What follows belongs to an exercise in optimizing a design on an open flow for small area, a short achievable clock period and few clock cycles per item; a production flow would make more cautious choices. Only simulation tests tie the RTL to the original design; equivalence was not proved.

==> flow/design.v, too long to show whole: its modules and the start of the top module <==
// module operand_store: 119 lines
// module window_sequencer: 77 lines
// module mac_pool: 72 lines
// module mac_tree: 1907 lines
// module result_serializer: 37 lines
// module cad_top: 89 lines
module cad_top #(
  parameter int IMG_SIDE = 8,
  parameter int IMG_COUNT = 2,
  parameter int KER_COUNT = 2,
  localparam int IMG_IDX_W = (IMG_COUNT > 1) ? $clog2(IMG_COUNT) : 1,
  localparam int KER_IDX_W = (KER_COUNT > 1) ? $clog2(KER_COUNT) : 1
) (
  input  logic                 clk,
  input  logic                 rst_n,
  input  logic                 i_in_valid,
  input  cad_pkg::data_t       i_matrix,
  input  logic                 i_start,
  input  logic [IMG_IDX_W-1:0] i_img_idx,
  input  logic [KER_IDX_W-1:0] i_ker_idx,
  output logic                 o_busy,
  output logic                 o_out_valid,
  output logic                 o_out_value
);
  // ...
==> flow/run.sh <==
#!/bin/bash
# synth_recipe.tcl (not shown) runs the flow's synth.tcl, then flattens the netlist and writes it again
# the make line also repeats each setting of config.mk as NAME=value (left out here)
make -C /OpenROAD-flow-scripts/flow DESIGN_CONFIG=/design/flow/config.mk WORK_HOME=/design/flow/orfs CLKGATE_MAP_FILE= SYNTH_SCRIPT=/design/flow/synth_recipe.tcl finish
==> flow/config.mk <==
export PLATFORM = sky130hd
export DESIGN_NAME = cad_top
export DESIGN_NICKNAME = cad_top
export VERILOG_FILES = /design/flow/design.v
export SDC_FILE = /design/flow/constraint.sdc
export NUM_CORES = 4
export LEC_CHECK = 0
export CAP_MARGIN = 20
export CORE_MARGIN = 2
export CORE_UTILIZATION = 40
export PLACE_DENSITY = 0.6
export SLEW_MARGIN = 20
==> flow/constraint.sdc <==
create_clock -name core_clock -period 12.0 [get_ports {clk}]
set_input_delay 2.4000 -clock core_clock [delete_from_list [all_inputs] [get_ports {clk}]]
set_output_delay 2.4000 -clock core_clock [all_outputs]
set_load 0.01 [all_outputs]
==> impl_metrics.tcl, run 1 <==
set metrics [dict create \
    status "no timing/DRC/antenna violations" \
    setup_viol 0 \
    critPathKind "reg -> reg" \
    nNetsFinal 4681 \
    track_usage_pct 19.1 \
    end_kind "register" \
    slew_viol_final 0 \
    rows 156 \
    worst_slew_pin_slew_ns 1.11 \
    cts_tree "yes" \
    ys_seq_elements 1653 \
    use_met2_pct 30.3 \
    die_h_um 430 \
    clkTransAtPathRegs_ns 0.06 \
    synth_compound_area_share_pct 4.06 \
    yosys_warnings 4 \
    area_delta_synth_final_pct 11.4 \
    die_x_um 430 \
    detailedPlace.worstSlack_ns 6.91 \
    clock_area_share_pct 6.77 \
    multiInputGateArea_sq_um 22800 \
    ys_seq_area_share_pct 65.9 \
    core_area_sq_um 181000 \
    layout_commonest_cell "edfxtp_1" \
    grt_pass1_wl_um 261000 \
    met1_usage_pct 27.4 \
    drc 0 \
    seq_share_pct 59.2 \
    cts_setup_buffers 0 \
    signal_buffer_area_fraction_pct 0.747 \
    path_depth 12 \
    placed_cells 6479 \
]
Testbench counts, summed over its fixed seeds: cycles 6,416, jobs 48.
==> module operand_store, before the edit <==
module operand_store (
  input  logic            clk,
  input  logic            rst_n,
  input  logic            i_in_valid,
  input  logic [7:0]      i_matrix,
  input  logic            i_img_sel,
  input  logic            i_ker_sel,
  input  logic [2:0]      i_xcol,
  input  logic [1:0]      i_rbase,
  input  logic [2:0]      i_kcol,
  output logic [4:0][7:0] o_pix,
  output logic [4:0][7:0] o_ker
);
  logic [1:0][7:0][7:0][7:0] img;   
  logic [1:0][4:0][4:0][7:0] ker;   
  logic       wv;
  logic [7:0] wd;
  logic [1:0] wrg;   
  logic [2:0] wy;
  logic [2:0] wx;
  logic [2:0] wlim;
  always_ff @(posedge clk or negedge rst_n) begin
    if (!rst_n) begin
      wv <= 1'b0;
    end else begin
      wv <= i_in_valid;
    end
  end
  always_ff @(posedge clk) begin
    if (i_in_valid) begin
      wd <= i_matrix;
    end
  end
  assign wlim = wrg[1] ? 3'd4 : 3'd7;
  always_ff @(posedge clk or negedge rst_n) begin
    if (!rst_n) begin
      wrg <= '0;
      wy <= '0;
      wx <= '0;
    end else if (wv) begin
      if (wx == wlim) begin
        wx <= '0;
        if (wy == wlim) begin
          wy <= '0;
          wrg <= wrg + 1'b1;
        end else begin
          wy <= wy + 1'b1;
        end
      end else begin
        wx <= wx + 1'b1;
      end
    end
  end
  always_ff @(posedge clk) begin
    for (int g = 0; g < 2; g++) begin
      for (int y = 0; y < 8; y++) begin
        for (int x = 0; x < 8; x++) begin
          if (wv && wrg == 2'(g) && wy == 3'(y) && wx == 3'(x)) begin
            img[g][y][x] <= wd;
          end
        end
      end
    end
    for (int k = 0; k < 2; k++) begin
      for (int y = 0; y < 5; y++) begin
        for (int x = 0; x < 5; x++) begin
          if (wv && wrg == 2'(k + 2) && wy == 3'(y) && wx == 3'(x)) begin
            ker[k][y][x] <= wd;
          end
        end
      end
    end
  end
  logic [1:0][7:0][3:0][7:0] m1;   
  logic [1:0][7:0][1:0][7:0] m2;   
  logic [1:0][7:0][7:0] m3;        
  logic [7:0][7:0] colv;           
  logic [1:0][4:0][7:0] k1;        
  logic [4:0][7:0] k2;             
  always_comb begin
    for (int g = 0; g < 2; g++) begin
      for (int y = 0; y < 8; y++) begin
        for (int h = 0; h < 4; h++) begin
          m1[g][y][h] = i_xcol[0] ? img[g][y][2*h+1] : img[g][y][2*h];
        end
        for (int h = 0; h < 2; h++) begin
          m2[g][y][h] = i_xcol[1] ? m1[g][y][2*h+1] : m1[g][y][2*h];
        end
        m3[g][y] = i_xcol[2] ? m2[g][y][1] : m2[g][y][0];
      end
    end
    for (int y = 0; y < 8; y++) begin
      colv[y] = i_img_sel ? m3[1][y] : m3[0][y];
    end
    for (int i = 0; i < 5; i++) begin
      case (i_rbase)
        2'd0: o_pix[i] = colv[i];
        2'd1: o_pix[i] = colv[i+1];
        2'd2: o_pix[i] = colv[i+2];
        default: o_pix[i] = colv[i+3];
      endcase
    end
    for (int k = 0; k < 2; k++) begin
      for (int y = 0; y < 5; y++) begin
        case (i_kcol[1:0])
          2'd0: k1[k][y] = ker[k][y][0];
          2'd1: k1[k][y] = ker[k][y][1];
          2'd2: k1[k][y] = ker[k][y][2];
          default: k1[k][y] = ker[k][y][3];
        endcase
      end
    end
    for (int y = 0; y < 5; y++) begin
      k2[y] = i_ker_sel ? (i_kcol[2] ? ker[1][y][4] : k1[1][y])
                        : (i_kcol[2] ? ker[0][y][4] : k1[0][y]);
      o_ker[y] = k2[y];
    end
  end
endmodule
==> module window_sequencer, before the edit <==
module window_sequencer (
  input  logic       clk,
  input  logic       rst_n,
  input  logic       i_start,
  input  logic       i_img_idx,
  input  logic       i_ker_idx,
  input  logic       i_done,
  output logic       o_busy,
  output logic       o_img_sel,
  output logic       o_ker_sel,
  output logic [2:0] o_xcol,
  output logic [1:0] o_rbase,
  output logic [2:0] o_kcol,
  output logic       o_v,
  output logic       o_first,
  output logic       o_last,
  output logic       o_bfirst,
  output logic       o_blast,
  output logic       o_jlast
);
  logic       run;
  logic [3:0] n;
  logic [3:0] n_nxt;
  logic       start_ok;
  assign start_ok = i_start && !o_busy;
  assign n_nxt = n + 1'b1;
  assign o_rbase = {n[3], n[1]};
  assign o_v = run;
  assign o_first = (o_kcol == 3'd0);
  assign o_last = (o_kcol == 3'd4);
  assign o_bfirst = (n[1:0] == 2'd0);
  assign o_blast = (n[1:0] == 2'd3);
  assign o_jlast = (n == 4'd15);
  always_ff @(posedge clk or negedge rst_n) begin
    if (!rst_n) begin
      o_img_sel <= 1'b0;
      o_ker_sel <= 1'b0;
    end else if (start_ok) begin
      o_img_sel <= i_img_idx;
      o_ker_sel <= i_ker_idx;
    end
  end
  always_ff @(posedge clk or negedge rst_n) begin
    if (!rst_n) begin
      o_busy <= 1'b0;
    end else if (start_ok) begin
      o_busy <= 1'b1;
    end else if (i_done) begin
      o_busy <= 1'b0;
    end
  end
  always_ff @(posedge clk or negedge rst_n) begin
    if (!rst_n) begin
      run <= 1'b0;
      n <= '0;
      o_kcol <= '0;
      o_xcol <= '0;
    end else if (start_ok) begin
      run <= 1'b1;
      n <= '0;
      o_kcol <= '0;
      o_xcol <= '0;
    end else if (run) begin
      if (o_last) begin
        o_kcol <= '0;
        n <= n_nxt;
        o_xcol <= {1'b0, n_nxt[2], n_nxt[0]};
        if (o_jlast) begin
          run <= 1'b0;
        end
      end else begin
        o_kcol <= o_kcol + 1'b1;
        o_xcol <= o_xcol + 1'b1;
      end
    end
  end
endmodule
==> module cad_top, before the edit <==
module cad_top #(
  parameter int IMG_SIDE = 8,
  parameter int IMG_COUNT = 2,
  parameter int KER_COUNT = 2,
  localparam int IMG_IDX_W = (IMG_COUNT > 1) ? $clog2(IMG_COUNT) : 1,
  localparam int KER_IDX_W = (KER_COUNT > 1) ? $clog2(KER_COUNT) : 1
) (
  input  logic                 clk,
  input  logic                 rst_n,
  input  logic                 i_in_valid,
  input  cad_pkg::data_t       i_matrix,
  input  logic                 i_start,
  input  logic [IMG_IDX_W-1:0] i_img_idx,
  input  logic [KER_IDX_W-1:0] i_ker_idx,
  output logic                 o_busy,
  output logic                 o_out_valid,
  output logic                 o_out_value
);
  logic img_sel;
  logic ker_sel;
  logic [2:0] xcol;
  logic [1:0] rbase;
  logic [2:0] kcol;
  logic [4:0][7:0] pix;
  logic [4:0][7:0] kv;
  logic s_v, s_first, s_last, s_bfirst, s_blast, s_jlast;
  cad_pkg::acc_t res;
  logic res_valid;
  logic res_jlast;
  logic done;
  operand_store u_store (
    .clk       (clk),
    .rst_n     (rst_n),
    .i_in_valid(i_in_valid),
    .i_matrix  (i_matrix),
    .i_img_sel (img_sel),
    .i_ker_sel (ker_sel),
    .i_xcol    (xcol),
    .i_rbase   (rbase),
    .i_kcol    (kcol),
    .o_pix     (pix),
    .o_ker     (kv)
  );
  window_sequencer u_seq (
    .clk      (clk),
    .rst_n    (rst_n),
    .i_start  (i_start),
    .i_img_idx(i_img_idx[0]),
    .i_ker_idx(i_ker_idx[0]),
    .i_done   (done),
    .o_busy   (o_busy),
    .o_img_sel(img_sel),
    .o_ker_sel(ker_sel),
    .o_xcol   (xcol),
    .o_rbase  (rbase),
    .o_kcol   (kcol),
    .o_v      (s_v),
    .o_first  (s_first),
    .o_last   (s_last),
    .o_bfirst (s_bfirst),
    .o_blast  (s_blast),
    .o_jlast  (s_jlast)
  );
  mac_pool u_mac (
    .clk        (clk),
    .rst_n      (rst_n),
    .i_pix      (pix),
    .i_ker      (kv),
    .i_v        (s_v),
    .i_first    (s_first),
    .i_last     (s_last),
    .i_bfirst   (s_bfirst),
    .i_blast    (s_blast),
    .i_jlast    (s_jlast),
    .o_res      (res),
    .o_res_valid(res_valid),
    .o_res_jlast(res_jlast)
  );
  result_serializer u_ser (
    .clk        (clk),
    .rst_n      (rst_n),
    .i_res      (res),
    .i_res_valid(res_valid),
    .i_res_jlast(res_jlast),
    .o_out_valid(o_out_valid),
    .o_out_value(o_out_value),
    .o_done     (done)
  );
endmodule
==> run 2, diff against run 1 <==
--- a/flow/design.v
+++ b/flow/design.v
@@ -16,39 +16,45 @@
   input  logic [7:0]      i_matrix,
   input  logic            i_img_sel,
   input  logic            i_ker_sel,
-  input  logic [2:0]      i_xcol,
+  input  logic [1:0]      i_islot,    
   input  logic [1:0]      i_rbase,
-  input  logic [2:0]      i_kcol,
+  input  logic [2:0]      i_kslot,
+  output logic [2:0]      o_ph8,
+  output logic [2:0]      o_ph5,
+  output logic            o_pending,
   output logic [4:0][7:0] o_pix,
   output logic [4:0][7:0] o_ker
 );
   logic [1:0][7:0][7:0][7:0] img;   
   logic [1:0][4:0][4:0][7:0] ker;   
-  logic       wv;
-  logic [7:0] wd;
-  logic [1:0] wrg;   
-  logic [2:0] wy;
-  logic [2:0] wx;
-  logic [2:0] wlim;
+  logic [2:0] ph8;
+  logic [2:0] ph5;
+  logic [2:0] ph8_n;
+  logic [2:0] ph5_n;
+  assign ph8_n = ph8 + 1'b1;
+  assign ph5_n = (ph5 == 3'd4) ? 3'd0 : ph5 + 1'b1;
   always_ff @(posedge clk or negedge rst_n) begin
     if (!rst_n) begin
-      wv <= 1'b0;
+      ph8 <= '0;
+      ph5 <= '0;
     end else begin
-      wv <= i_in_valid;
-    end
-  end
-  always_ff @(posedge clk) begin
-    if (i_in_valid) begin
-      wd <= i_matrix;
+      ph8 <= ph8_n;
+      ph5 <= ph5_n;
     end
   end
+  assign o_ph8 = ph8;
+  assign o_ph5 = ph5;
+  logic [1:0] wrg;   
+  logic [2:0] wy;
+  logic [2:0] wx;
+  logic [2:0] wlim;
   assign wlim = wrg[1] ? 3'd4 : 3'd7;
   always_ff @(posedge clk or negedge rst_n) begin
     if (!rst_n) begin
       wrg <= '0;
       wy <= '0;
       wx <= '0;
-    end else if (wv) begin
+    end else if (i_in_valid) begin
       if (wx == wlim) begin
         wx <= '0;
         if (wy == wlim) begin
@@ -62,59 +68,122 @@
       end
     end
   end
+  logic [7:0][7:0] ib;
+  logic [7:0]      iv;
+  logic [7:0]      ip;
+  logic [3:0]      irow;   
+  logic [4:0][7:0] kb;
+  logic [4:0]      kv;
+  logic [4:0]      kp;
+  logic [3:0]      krow;   
+  logic [3:0]      krow_w;
+  assign krow_w = wrg[0] ? 4'(wy) + 4'd5 : 4'(wy);
+  logic [2:0] icx;
+  logic [2:0] kcx;
+  logic       ic_go;
+  logic       kc_go;
+  logic [3:0] ic_row;
+  logic [3:0] kc_row;
+  logic [7:0] ic_d;
+  logic [7:0] kc_d;
+  assign icx = ph8_n;
+  assign kcx = ph5_n;
+  assign ic_go = iv[icx];
+  assign kc_go = kv[kcx];
+  assign ic_d = ib[icx];
+  assign kc_d = kb[kcx];
+  assign ic_row = (ip[icx] == irow[0]) ? irow : irow - 1'b1;
+  assign kc_row = (kp[kcx] == krow[0]) ? krow :
+                  (krow == 4'd0) ? 4'd9 : krow - 1'b1;
+  always_ff @(posedge clk or negedge rst_n) begin
+    if (!rst_n) begin
+      iv <= '0;
+      kv <= '0;
+    end else begin
+      for (int x = 0; x < 8; x++) begin
+        if (i_in_valid && !wrg[1] && wx == 3'(x)) begin
+          iv[x] <= 1'b1;
+        end else if (ic_go && icx == 3'(x)) begin
+          iv[x] <= 1'b0;
+        end
+      end
+      for (int x = 0; x < 5; x++) begin
+        if (i_in_valid && wrg[1] && wx == 3'(x)) begin
+          kv[x] <= 1'b1;
+        end else if (kc_go && kcx == 3'(x)) begin
+          kv[x] <= 1'b0;
+        end
+      end
+    end
+  end
+  always_ff @(posedge clk) begin
+    for (int x = 0; x < 8; x++) begin
+      if (i_in_valid && !wrg[1] && wx == 3'(x)) begin
+        ib[x] <= i_matrix;
+        ip[x] <= wy[0];
+      end
+    end
+    for (int x = 0; x < 5; x++) begin
+      if (i_in_valid && wrg[1] && wx == 3'(x)) begin
+        kb[x] <= i_matrix;
+        kp[x] <= krow_w[0];
+      end
+    end
+    if (i_in_valid && !wrg[1]) begin
+      irow <= {wrg[0], wy};
+    end
+    if (i_in_valid && wrg[1]) begin
+      krow <= krow_w;
+    end
+  end
+  assign o_pending = |iv || |kv;
   always_ff @(posedge clk) begin
     for (int g = 0; g < 2; g++) begin
       for (int y = 0; y < 8; y++) begin
-        for (int x = 0; x < 8; x++) begin
-          if (wv && wrg == 2'(g) && wy == 3'(y) && wx == 3'(x)) begin
-            img[g][y][x] <= wd;
-          end
+        for (int s = 1; s < 8; s++) begin
+          img[g][y][s] <= img[g][y][s-1];
         end
+        img[g][y][0] <= (ic_go && ic_row == {1'(g), 3'(y)}) ? ic_d : img[g][y][7];
       end
     end
     for (int k = 0; k < 2; k++) begin
       for (int y = 0; y < 5; y++) begin
-        for (int x = 0; x < 5; x++) begin
-          if (wv && wrg == 2'(k + 2) && wy == 3'(y) && wx == 3'(x)) begin
-            ker[k][y][x] <= wd;
-          end
+        for (int s = 1; s < 5; s++) begin
+          ker[k][y][s] <= ker[k][y][s-1];
         end
+        ker[k][y][0] <= (kc_go && kc_row == 4'(k * 5 + y)) ? kc_d : ker[k][y][4];
       end
     end
   end
-  logic [1:0][7:0][3:0][7:0] m1;   
-  logic [1:0][7:0][1:0][7:0] m2;   
-  logic [1:0][7:0][7:0] m3;        
-  logic [7:0][7:0] colv;           
-  logic [1:0][4:0][7:0] k1;        
-  logic [4:0][7:0] k2;             
+  logic [1:0][7:0][7:0] m1;   
+  logic [7:0][7:0] rowv;      
+  logic [1:0][4:0][7:0] k1;   
   always_comb begin
     for (int g = 0; g < 2; g++) begin
       for (int y = 0; y < 8; y++) begin
-        for (int h = 0; h < 4; h++) begin
-          m1[g][y][h] = i_xcol[0] ? img[g][y][2*h+1] : img[g][y][2*h];
-        end
-        for (int h = 0; h < 2; h++) begin
-          m2[g][y][h] = i_xcol[1] ? m1[g][y][2*h+1] : m1[g][y][2*h];
-        end
-        m3[g][y] = i_xcol[2] ? m2[g][y][1] : m2[g][y][0];
+        case (i_islot)
+          2'd0: m1[g][y] = img[g][y][0];
+          2'd1: m1[g][y] = img[g][y][2];
+          2'd2: m1[g][y] = img[g][y][4];
+          default: m1[g][y] = img[g][y][6];
+        endcase
       end
     end
     for (int y = 0; y < 8; y++) begin
-      colv[y] = i_img_sel ? m3[1][y] : m3[0][y];
+      rowv[y] = i_img_sel ? m1[1][y] : m1[0][y];
     end
     for (int i = 0; i < 5; i++) begin
       case (i_rbase)
-        2'd0: o_pix[i] = colv[i];
-        2'd1: o_pix[i] = colv[i+1];
-        2'd2: o_pix[i] = colv[i+2];
-        default: o_pix[i] = colv[i+3];
+        2'd0: o_pix[i] = rowv[i];
+        2'd1: o_pix[i] = rowv[i+1];
+        2'd2: o_pix[i] = rowv[i+2];
+        default: o_pix[i] = rowv[i+3];
       endcase
     end
     for (int k = 0; k < 2; k++) begin
       for (int y = 0; y < 5; y++) begin
-        case (i_kcol[1:0])
-          2'd0: k1[k][y] = ker[k][y][0];
+        case (i_kslot[1:0])
+          2'd0: k1[k][y] = i_kslot[2] ? ker[k][y][4] : ker[k][y][0];
           2'd1: k1[k][y] = ker[k][y][1];
           2'd2: k1[k][y] = ker[k][y][2];
           default: k1[k][y] = ker[k][y][3];
@@ -122,9 +191,7 @@
       end
     end
     for (int y = 0; y < 5; y++) begin
-      k2[y] = i_ker_sel ? (i_kcol[2] ? ker[1][y][4] : k1[1][y])
-                        : (i_kcol[2] ? ker[0][y][4] : k1[0][y]);
-      o_ker[y] = k2[y];
+      o_ker[y] = i_ker_sel ? k1[1][y] : k1[0][y];
     end
   end
 endmodule
@@ -136,12 +203,15 @@
   input  logic       i_img_idx,
   input  logic       i_ker_idx,
   input  logic       i_done,
+  input  logic [2:0] i_ph8,
+  input  logic [2:0] i_ph5,
+  input  logic       i_pending,
   output logic       o_busy,
   output logic       o_img_sel,
   output logic       o_ker_sel,
-  output logic [2:0] o_xcol,
+  output logic [1:0] o_islot,
   output logic [1:0] o_rbase,
-  output logic [2:0] o_kcol,
+  output logic [2:0] o_kslot,
   output logic       o_v,
   output logic       o_first,
   output logic       o_last,
@@ -150,18 +220,40 @@
   output logic       o_jlast
 );
   logic       run;
+  logic       wt;
+  logic       mirror;
   logic [3:0] n;
   logic [3:0] n_nxt;
+  logic [2:0] j;
+  logic [2:0] xcol;
+  logic [2:0] xcol_nxt;
+  logic [2:0] islot;
+  logic [2:0] ph8_n;
+  logic [2:0] ph5_n;
   logic       start_ok;
+  logic       go;
   assign start_ok = i_start && !o_busy;
+  assign go = (start_ok || wt) && !i_pending;
   assign n_nxt = n + 1'b1;
+  assign ph8_n = i_ph8 + 1'b1;
+  assign ph5_n = (i_ph5 == 3'd4) ? 3'd0 : i_ph5 + 1'b1;
   assign o_rbase = {n[3], n[1]};
+  assign o_islot = islot[2:1];
   assign o_v = run;
-  assign o_first = (o_kcol == 3'd0);
-  assign o_last = (o_kcol == 3'd4);
+  assign o_first = (j == 3'd0);
+  assign o_last = (j == 3'd4);
   assign o_bfirst = (n[1:0] == 2'd0);
   assign o_blast = (n[1:0] == 2'd3);
   assign o_jlast = (n == 4'd15);
+  always_comb begin
+    if (go) begin
+      xcol_nxt = {2'b0, ph8_n[0]};
+    end else if (o_last) begin
+      xcol_nxt = {1'b0, n_nxt[2], n_nxt[0] ^ mirror};
+    end else begin
+      xcol_nxt = xcol + 1'b1;
+    end
+  end
   always_ff @(posedge clk or negedge rst_n) begin
     if (!rst_n) begin
       o_img_sel <= 1'b0;
@@ -183,25 +275,35 @@
   always_ff @(posedge clk or negedge rst_n) begin
     if (!rst_n) begin
       run <= 1'b0;
+      wt <= 1'b0;
+      mirror <= 1'b0;
       n <= '0;
-      o_kcol <= '0;
-      o_xcol <= '0;
-    end else if (start_ok) begin
-      run <= 1'b1;
-      n <= '0;
-      o_kcol <= '0;
-      o_xcol <= '0;
-    end else if (run) begin
-      if (o_last) begin
-        o_kcol <= '0;
-        n <= n_nxt;
-        o_xcol <= {1'b0, n_nxt[2], n_nxt[0]};
-        if (o_jlast) begin
-          run <= 1'b0;
+      j <= '0;
+      xcol <= '0;
+      islot <= '0;
+      o_kslot <= '0;
+    end else begin
+      xcol <= xcol_nxt;
+      islot <= ph8_n - xcol_nxt;
+      if (go) begin
+        wt <= 1'b0;
+        run <= 1'b1;
+        mirror <= ph8_n[0];
+        n <= '0;
+        j <= '0;
+        o_kslot <= ph5_n;
+      end else if (start_ok) begin
+        wt <= 1'b1;
+      end else if (run) begin
+        if (o_last) begin
+          j <= '0;
+          n <= n_nxt;
+          if (o_jlast) begin
+            run <= 1'b0;
+          end
+        end else begin
+          j <= j + 1'b1;
         end
-      end else begin
-        o_kcol <= o_kcol + 1'b1;
-        o_xcol <= o_xcol + 1'b1;
       end
     end
   end
@@ -2245,9 +2347,12 @@
 );
   logic img_sel;
   logic ker_sel;
-  logic [2:0] xcol;
+  logic [1:0] islot;
   logic [1:0] rbase;
-  logic [2:0] kcol;
+  logic [2:0] kslot;
+  logic [2:0] ph8;
+  logic [2:0] ph5;
+  logic pending;
   logic [4:0][7:0] pix;
   logic [4:0][7:0] kv;
   logic s_v, s_first, s_last, s_bfirst, s_blast, s_jlast;
@@ -2262,9 +2367,12 @@
     .i_matrix  (i_matrix),
     .i_img_sel (img_sel),
     .i_ker_sel (ker_sel),
-    .i_xcol    (xcol),
+    .i_islot   (islot),
     .i_rbase   (rbase),
-    .i_kcol    (kcol),
+    .i_kslot   (kslot),
+    .o_ph8     (ph8),
+    .o_ph5     (ph5),
+    .o_pending (pending),
     .o_pix     (pix),
     .o_ker     (kv)
   );
@@ -2275,12 +2383,15 @@
     .i_img_idx(i_img_idx[0]),
     .i_ker_idx(i_ker_idx[0]),
     .i_done   (done),
+    .i_ph8    (ph8),
+    .i_ph5    (ph5),
+    .i_pending(pending),
     .o_busy   (o_busy),
     .o_img_sel(img_sel),
     .o_ker_sel(ker_sel),
-    .o_xcol   (xcol),
+    .o_islot  (islot),
     .o_rbase  (rbase),
-    .o_kcol   (kcol),
+    .o_kslot  (kslot),
     .o_v      (s_v),
     .o_first  (s_first),
     .o_last   (s_last),
==> run 2 against run 1 <==
Effect of this change: sequential cell count rose by 142; still clean on timing, DRC and antenna; sequential share of layout area fell by 6.0 points; critical path depth did not move; critical endpoint unchanged; maximum frequency rose by 0.69%; final area fell by 12%; clock skew fell by 0.015 ns; die area fell by 14%; via count fell by 12%.
==> impl_metrics.tcl, run 2 <==
set metrics [dict create \
    layout_commonest_cell "dfxtp_1" \
    nNetsFinal 4879 \
    final_cell_mix "1578 x dfxtp_1, 328 x inv_1, 304 x fa_1" \
    drc 0 \
    slew_viol_final 0 \
    setup_ws_ns 6.95 \
    multiInputGateArea_sq_um 22800 \
    cts_sinks 1795 \
    overflow 0 \
    antenna_found_initial 16 \
    worst_slew_pin_slew_ns 1.01 \
    critPathKind "reg -> reg" \
    end_kind "register" \
    yosys_warnings 4 \
    die-area_sq_um 159000 \
    vias 32500 \
    top_regs "u_store.img: 1024 flops, u_store.ker: 400 flops, u_store.ib: 64 flops" \
    async_reset_ff_share_pct 4.01 \
    layout-drive-gt1-share_pct 17.4 \
    largest_reg_flops 1024 \
    hold_buffers 0 \
    rows 144 \
    hold_path.class "reg -> reg" \
    first_global_vias 34200 \
    pin_count 17 \
    ys_seq_elements 1795 \
    status "no timing/DRC/antenna violations" \
    arrival_ns 5.69 \
    required_ns 12.64 \
    track_usage_pct 17.8 \
    grt_setup_unrepaired "false" \
    cts_max_path_buffers 3 \
    fill_cells 13600 \
    crit_buf_inv 3 \
    fmax_ghz 0.198 \
    clk_latency_ns 0.82 \
    ys_seq_area_share_pct 60.5 \
    syn_avg_cell_area_sq_um 14.2 \
    clkTransAtPathRegs_ns 0.06 \
    final_cells 6684 \
    ctsResizeCount 0 \
    die_h_um 399 \
    slowest_delay_ns 0.59 \
    htree_num_levels 4 \
    setup_tns_ns 0 \
    synthesis.area_sq_um 62400 \
    grt_pass1_wl_um 212000 \
    cts_buffers 176 \
    dr.pass1.iters 5 \
    dr.first_iter.drc_count 2032 \
    routed_wl_um 139000 \
    crit_top_cell "fa_1" \
    synth_top_area_share_pct 50.6 \
    yosysUniqueCellTypes 75 \
    setup_viol 0 \
    path_cells "nand2_1, fa_1, inv_1, fa_1, inv_1, fa_1, fa_1, fa_1, fa_1, fa_1, inv_1, fa_1" \
    synth_nets 4806 \
    cts_setup_buffers 0 \
    path_max_fanout 8 \
    yosysTopAreaCell "dfxtp_1" \
    place_hpwl_um 94500 \
    cp-start-kind "register" \
    cts-root-buf "clkbuf_16" \
    seq_area_sq_um 37800 \
    synthTopCellsByArea "dfxtp_1 51%, fa_1 9.8%, mux4_2 7.1%, edfxtp_1 7.0%, mux2_2 4.5%" \
    detailedPlace.worstSlack_ns 7.00 \
    placed_cells 6346 \
    largest-register "u_store.img" \
    area_delta_synth_final_pct 13.8 \
    netlist_instances 4407 \
    viasPerCell 4.87 \
    synth_edf_count 145 \
    yosysMostFrequentCell "dfxtp_1" \
    finalCritPeriodShare_pct 42.1 \
    clock_skew_ns 0.0610 \
    core_area_sq_um 154000 \
    gp_congestion 0.888 \
    synth_ff_type "dfxtp_1" \
    final_util_pct 46.0 \
    ant_nets 0 \
    slowest_stage "fa_1" \
    die_x_um 399 \
    io_buffer_count 16 \
    post_drt_wl_per_cell_um 20.8 \
    grt_max_degree 72 \
    cp_top_family "adder cells" \
    final_hold_viol_count 0 \
    start_util_pct 40.4 \
    cap_viol_max_count 0 \
    cts_tree "yes" \
    relSlewSlack_pct 32.2 \
    period_minus_slack_ns 5.05 \
    synth_common_cells "1578 x dfxtp_1, 328 x inv_1, 304 x fa_1" \
]
## run 2: worst paths after layout
path,end,depth (start not counted),slack [ns],from
max,u_mac.b_s[8]$_DFF_P_,12,6.95,u_mac.a_pix[12]$_DFF_P_
min,u_store.img[342]$_DFF_P_,0,0.27,u_store.img[334]$_DFF_P_
max reg2reg,u_mac.b_s[8]$_DFF_P_,12,6.95,u_mac.a_pix[12]$_DFF_P_
min reg2reg,u_store.img[342]$_DFF_P_,0,0.27,u_store.img[334]$_DFF_P_
max in group asynchronous,u_seq.islot[1]$_DFF_PN0_,2,9.33,rst_n
min in group asynchronous,u_store.iv[7]$_DFFE_PN0P_,1,1.54,rst_n
## run 2: kinds of logic after synthesis
family	synth area share (%)
xor gates and xnor gates	0.518
DFF	60.5
muxes	15.2
buffers and inverters	2.92
AOI/OAI and AO/OA	3.63
adders and majority gates	11.4
and+or+nand+nor	5.83
## run 2: layer usage
layer	share of wire (%)	GRT usage, %
met4	3.1	6.48
met2	46	28.0
met3	5.1	3.35
met1	46	24.4
met5	0	0
## run 2: cell type report
type | count | area share, %
Sequential cell | 1795 | 53.2
Antenna cell | 8 | 0.0282
Inverter | 331 | 1.75
Timing Repair Buffer | 45 | 0.529
Tap cell | 2044 | 3.60
Clock inverter | 74 | 1.54
Multi-Input combinational cell | 2131 | 32.2
Clock buffer | 256 | 7.20
## run 2: stage by stage
step           hold WS (ns)  cell area (sq um)
6_report              0.271              71000
4_1_cts               0.265              71000
2_1_floorplan         0.310              62400
3_5_place_dp          0.312              64800
5_1_grt               0.274              71000
3_3_place_gp          0.310              64800
## run 2: worst register-to-register path, delay by kind of cell (launching register included)
family	cells	cell delay, ns
fa+ha+maj	8	4.10
simple gates	1	0.13
buf+inv	3	0.17
flops	1	0.50
Testbench counts of run 2, summed over its fixed seeds: cycles 6,456, jobs 48.

port drivers added, routing unchanged:
No port has a modelled driver above. Below, the same layouts with a new extraction and two added sets of constraints.
Step 1: set_driving_cell puts a clkbuf_16 on clk and a buf_2 on each other input, an assumption about the parent block.
Step 2 times the ports against the registers' clock, not the clock port: input delays grow and output delays shrink by t, the midpoint of the rising clock arrivals with the driver on.
a / b / c = no drivers / after step 1 / after step 2; a / b = the first two.
| run | t (ns) | setup WS [ns] | worst setup path at the end | worst register clock-pin slew, ns | worst slew at a driven data input, ns |
|---|---|---|---|---|---|
| run 1 | 0.893 | 6.918 / 6.918 / 6.918 | register to register | 0.07 / 0.07 | 0.04 |
| run 2 | 0.865 | 6.953 / 6.953 / 6.953 | register to register | 0.07 / 0.07 | 0.07 |
After both steps every run listed still meets setup and hold.
